Context: an optimization exercise on an open-source flow, tuned for small area. The choices shown serve that exercise and are no tape-out recipe.
At most, simulation tests tie the RTL to the original design; equivalence was not proved.
Power is estimated from default activity; no workload was simulated.

== JK ==
==> module frame_fifo, before the edit <==
module frame_fifo #(
  parameter int Depth = 16
) (
  input  logic                clk_i,
  input  logic                rst_ni,
  input  logic                push_i,
  input  sniffer_pkg::entry_t entry_i,
  input  logic                pop_i,       
  input  logic                release_i,   
  input  logic                release_next_i,   
  input  logic                shift_i,     
  input  logic                shift_next_i,     
  output logic                load0_o,     
  output sniffer_pkg::entry_t head_o,      
  output logic                head_bit_o,  
  output logic                empty_o
);
  localparam int Slots = Depth + 1;
  localparam int W     = sniffer_pkg::EntryW;
  localparam int CntW  = $clog2(Depth) + 1;
  localparam int LoW   = 12;
  localparam int SerW  = 4 + 32 + 32 + LoW - 1;
  logic [CntW-1:0]  count_q;   
  logic             full;
  logic             push_ok;
  logic [Slots-1:0] valid_q;   
  logic [Slots-1:0] load;      
  logic [Slots-1:0] valid_in;  
  logic [Slots-1:0] valid_d;
  logic [Slots-1:0] stuck_d;   
  logic [Slots-1:0] load_q;    
  logic [Slots-1:0] take_new;
  logic [Slots-1:0][W-1:0] slot_q;
  logic [Slots-1:0][W-1:0] slot_in;
  logic             hold_q;    
  sniffer_pkg::entry_t top_q, top_in;
  logic [SerW-1:0]  ser_q, ser_in, ser_next;   
  assign full    = (count_q == CntW'(Depth));
  assign push_ok = push_i && !full;
  assign empty_o = (count_q == '0);
  always_ff @(posedge clk_i or negedge rst_ni) begin
    if (!rst_ni) begin
      count_q <= '0;
    end else begin
      case ({push_ok, pop_i})
        2'b10:   count_q <= count_q + 1'b1;
        2'b01:   count_q <= count_q - 1'b1;
        default: count_q <= count_q;   
      endcase
    end
  end
  always_comb begin
    load[Slots-1] = !valid_q[Slots-1] || release_i;
    for (int k = Slots - 2; k >= 0; k--) begin
      load[k] = !valid_q[k] || load[k+1];
    end
  end
  assign valid_in = {valid_q[Slots-2:0], push_ok};
  assign slot_in  = {slot_q[Slots-2:0], entry_i};
  assign load0_o  = load[0];
  always_comb begin
    for (int k = 0; k < Slots; k++) begin
      valid_d[k] = load[k] ? valid_in[k] : valid_q[k];
    end
    stuck_d[Slots-1] = valid_d[Slots-1] && !release_next_i;
    for (int k = Slots - 2; k >= 0; k--) begin
      stuck_d[k] = valid_d[k] && stuck_d[k+1];
    end
  end
  always_ff @(posedge clk_i or negedge rst_ni) begin
    if (!rst_ni) begin
      valid_q <= '0;
      load_q  <= '1;
      hold_q  <= 1'b0;
    end else begin
      valid_q <= valid_d;
      load_q  <= ~stuck_d;
      hold_q  <= stuck_d[Slots-1] && !shift_next_i;
    end
  end
  assign take_new = load & valid_in;
  for (genvar k = 0; k < Slots - 1; k++) begin : g_slot
    always_ff @(posedge clk_i) begin
      if (k == 0) begin
        slot_q[k][W-1:1] <= ~(slot_in[k][W-1:1] | ({(W-1){!load_q[k]}} & slot_q[k][W-1:1]));
        slot_q[k][0]     <= slot_in[k][0] | (!load_q[k] & slot_q[k][0]);
      end else begin
        slot_q[k][W-1:1] <= ~(({(W-1){!load[k]}} | slot_in[k][W-1:1]) &
                              ({(W-1){take_new[k]}} | slot_q[k][W-1:1]));
        slot_q[k][0]     <= (!load[k] | slot_in[k][0]) & (take_new[k] | slot_q[k][0]);
      end
    end
  end
  assign top_in   = slot_in[Slots-1];
  assign ser_in   = {top_in.ts_lo[LoW-1:1], top_in.addr, top_in.data, top_in.be};
  assign ser_q    = {top_q.ts_lo[LoW-1:1], top_q.addr, top_q.data, top_q.be};
  assign ser_next = {1'b0, ser_q[SerW-1:1]};
  always_ff @(posedge clk_i) begin
    {top_q.req, top_q.id1, top_q.we_gnt} <=
      ~(({3{!load[Slots-1]}} | {top_in.req, top_in.id1, top_in.we_gnt}) &
        ({3{load_q[Slots-1]}} | {top_q.req, top_q.id1, top_q.we_gnt}));
    top_q.ts_lo[0] <= (!load[Slots-1] | top_in.ts_lo[0]) & (load_q[Slots-1] | top_q.ts_lo[0]);
    {top_q.ts_lo[LoW-1:1], top_q.addr, top_q.data, top_q.be} <=
      ~(({SerW{load[Slots-1]}} & ser_in) | ({SerW{shift_i}} & ser_next) |
        ({SerW{hold_q}} & ser_q));
  end
  assign slot_q[Slots-1] = top_q;
  assign head_o     = top_q;
  assign head_bit_o = ser_q[0];
endmodule
clock: 5.0 ns
lec_check: 0
cap_margin: 20
core_margin: 2
core_utilization: 72
cts_buf_list: sky130_fd_sc_hd__clkbuf_4 sky130_fd_sc_hd__clkbuf_8
cts_cluster_diameter: 60
cts_cluster_size: 20
place_density: 0.8
slew_margin: 20
standard.sh (not shown) runs the stock make flow with config.mk's settings and CLKGATE_MAP_FILE= SYNTH_SCRIPT=/design/flow/synth_recipe.tcl, a recipe that flattens the netlist after the stock synthesis.
==> flow/flow/run.sh <==
#!/bin/bash
# The standard layout (the standard.sh: standard synthesis, floorplan,
# power grid, placement, CTS, routing), with options the flow settings
# cannot reach:
#  - port buffers are the smallest buffer, buf_1, instead of the delay cell
#    buffer_ports picks by default (every port still gets its own buffer)
#  - CTS (same clustering and buffers as config.mk's CTS settings) without
#    dummy loads; the tree is still an H-tree balanced by CTS
# Each tool's output goes to the ORFS logs under orfs/logs/; make's own
# output is kept in flow_make.log here.
set -euo pipefail
cd "$(dirname "$0")/.."
export CTS_ARGS="-sink_clustering_enable -repair_clock_nets -dont_use_dummy_load -sink_clustering_size 20 -sink_clustering_max_diameter 60 -buf_list {sky130_fd_sc_hd__clkbuf_4 sky130_fd_sc_hd__clkbuf_8}"
export BUFFER_PORTS_ARGS="-buffer_cell sky130_fd_sc_hd__buf_1"
bash standard.sh finish > flow_make.log 2>&1
JK reached the final stage; the timing, design-rule and antenna checks on its layout passed.
What MS does differently from JK at the input level:
==> flow/design.v, changed modules only <==
module frame_fifo #(
  parameter int Depth = 16
) (
  input  logic                clk_i,
  input  logic                rst_ni,
  input  logic                push_i,
  input  sniffer_pkg::entry_t entry_i,
  input  logic                pop_i,       
  input  logic                release_i,   
  input  logic                release_next_i,   
  input  logic                shift_i,     
  input  logic                shift_next_i,     
  output logic                load0_o,     
  output sniffer_pkg::entry_t head_o,      
  output logic                head_bit_o,  
  output logic                empty_o
);
  localparam int Slots = Depth + 1;
  localparam int W     = sniffer_pkg::EntryW;
  localparam int CntW  = $clog2(Depth) + 1;
  localparam int LoW   = 12;
  localparam int SerW  = 4 + 32 + 32 + LoW - 1;
  logic [CntW-1:0]  count_q;   
  logic             full;
  logic             push_ok;
  logic [Slots-1:0] valid_q;   
  logic [Slots-1:0] load;      
  logic [Slots-1:0] valid_in;  
  logic [Slots-1:0] valid_d;
  logic [Slots-1:0] stuck_d;   
  logic [Slots-1:0] load_q;    
  logic [Slots-1:0][W-1:0] slot_q;
  logic [Slots-1:0][W-1:0] slot_in;
  logic             hold_q;    
  sniffer_pkg::entry_t top_q, top_in;
  logic [SerW-1:0]  ser_q, ser_in, ser_next;   
  assign full    = (count_q == CntW'(Depth));
  assign push_ok = push_i && !full;
  assign empty_o = (count_q == '0);
  always_ff @(posedge clk_i or negedge rst_ni) begin
    if (!rst_ni) begin
      count_q <= '0;
    end else begin
      case ({push_ok, pop_i})
        2'b10:   count_q <= count_q + 1'b1;
        2'b01:   count_q <= count_q - 1'b1;
        default: count_q <= count_q;   
      endcase
    end
  end
  always_comb begin
    load[Slots-1] = !valid_q[Slots-1] || release_i;
    for (int k = Slots - 2; k >= 0; k--) begin
      load[k] = !valid_q[k] || load[k+1];
    end
  end
  assign valid_in = {valid_q[Slots-2:0], push_ok};
  assign slot_in  = {slot_q[Slots-2:0], entry_i};
  assign load0_o  = load[0];
  always_comb begin
    for (int k = 0; k < Slots; k++) begin
      valid_d[k] = load[k] ? valid_in[k] : valid_q[k];
    end
    stuck_d[Slots-1] = valid_d[Slots-1] && !release_next_i;
    for (int k = Slots - 2; k >= 0; k--) begin
      stuck_d[k] = valid_d[k] && stuck_d[k+1];
    end
  end
  always_ff @(posedge clk_i or negedge rst_ni) begin
    if (!rst_ni) begin
      valid_q   <= '0;
      load_q[0] <= 1'b1;
    end else begin
      valid_q   <= valid_d;
      load_q[0] <= !stuck_d[0];
    end
  end
  always_ff @(posedge clk_i) begin
    load_q[Slots-1:1] <= ~stuck_d[Slots-1:1];
    hold_q            <= stuck_d[Slots-1] && !shift_next_i;
  end
  for (genvar k = 0; k < Slots - 1; k++) begin : g_slot
    always_ff @(posedge clk_i) begin
      if (k == 0) begin
        slot_q[k][W-1:1] <= ~(slot_in[k][W-1:1] | ({(W-1){!load_q[k]}} & slot_q[k][W-1:1]));
        slot_q[k][0]     <= slot_in[k][0] | (!load_q[k] & slot_q[k][0]);
      end else begin
        slot_q[k][W-1:1] <= ~(({(W-1){!load[k]}} | slot_in[k][W-1:1]) &
                              ({(W-1){load_q[k]}} | slot_q[k][W-1:1]));
        slot_q[k][0]     <= (!load[k] | slot_in[k][0]) & (load_q[k] | slot_q[k][0]);
      end
    end
  end
  assign top_in   = slot_in[Slots-1];
  assign ser_in   = {top_in.ts_lo[LoW-1:1], top_in.addr, top_in.data, top_in.be};
  assign ser_q    = {top_q.ts_lo[LoW-1:1], top_q.addr, top_q.data, top_q.be};
  assign ser_next = {1'b0, ser_q[SerW-1:1]};
  always_ff @(posedge clk_i) begin
    {top_q.req, top_q.id1, top_q.we_gnt} <=
      ~(({3{!load[Slots-1]}} | {top_in.req, top_in.id1, top_in.we_gnt}) &
        ({3{load_q[Slots-1]}} | {top_q.req, top_q.id1, top_q.we_gnt}));
    top_q.ts_lo[0] <= (!load[Slots-1] | top_in.ts_lo[0]) & (load_q[Slots-1] | top_q.ts_lo[0]);
    {top_q.ts_lo[LoW-1:1], top_q.addr, top_q.data, top_q.be} <=
      ~(({SerW{load[Slots-1]}} & ser_in) | ({SerW{shift_i}} & ser_next) |
        ({SerW{hold_q}} & ser_q));
  end
  assign slot_q[Slots-1] = top_q;
  assign head_o     = top_q;
  assign head_bit_o = ser_q[0];
endmodule
==> comparison <==
On global-route wire length before repair: MS sits below JK.
Relative to JK, the async set-reset flop share out of synthesis of MS is lower by 0.17 points.
The lower measured slew at the worst slew-check pin of JK and MS is in MS.
As far as count of max-cap constraint violations goes, MS and JK are indistinguishable; the numbers are identical.
Relative to JK, overall global routing resource usage has decreased by 1.5 points in MS.
Against JK, MS comes in 0.36 points higher on sequential cell area fraction in the yosys report.
Total power is higher on JK
Of JK and MS, the run reporting the higher final weighted congestion of routability-driven global placement was MS.
The RTL of MS was laid out without a check of its function.

-- afterwards: timing with drivers on the ports --
Ports are ideal in the flow. The routed layouts listed here were re-timed in OpenROAD. Step 1 sets driving cells, clkbuf_16 on the clock port and buf_2 on the other inputs (assumed; they add their load-dependent delay and slew). Step 2, shift: input delay + t, output delay - t, t = (earliest + latest rising clock arrival at the registers) / 2. This alone moves slack from input paths to output paths. Three values: ideal, step 1, step 2; two values: the first two.
run	t, ns	setup WS [ns]	worst slew at a driven data input, ns
JK	0.738	1.113 / 1.113 / 1.113	0.05
MS	0.740	1.229 / 1.229 / 1.229	0.06
After both steps setup and hold are still met in every run listed.
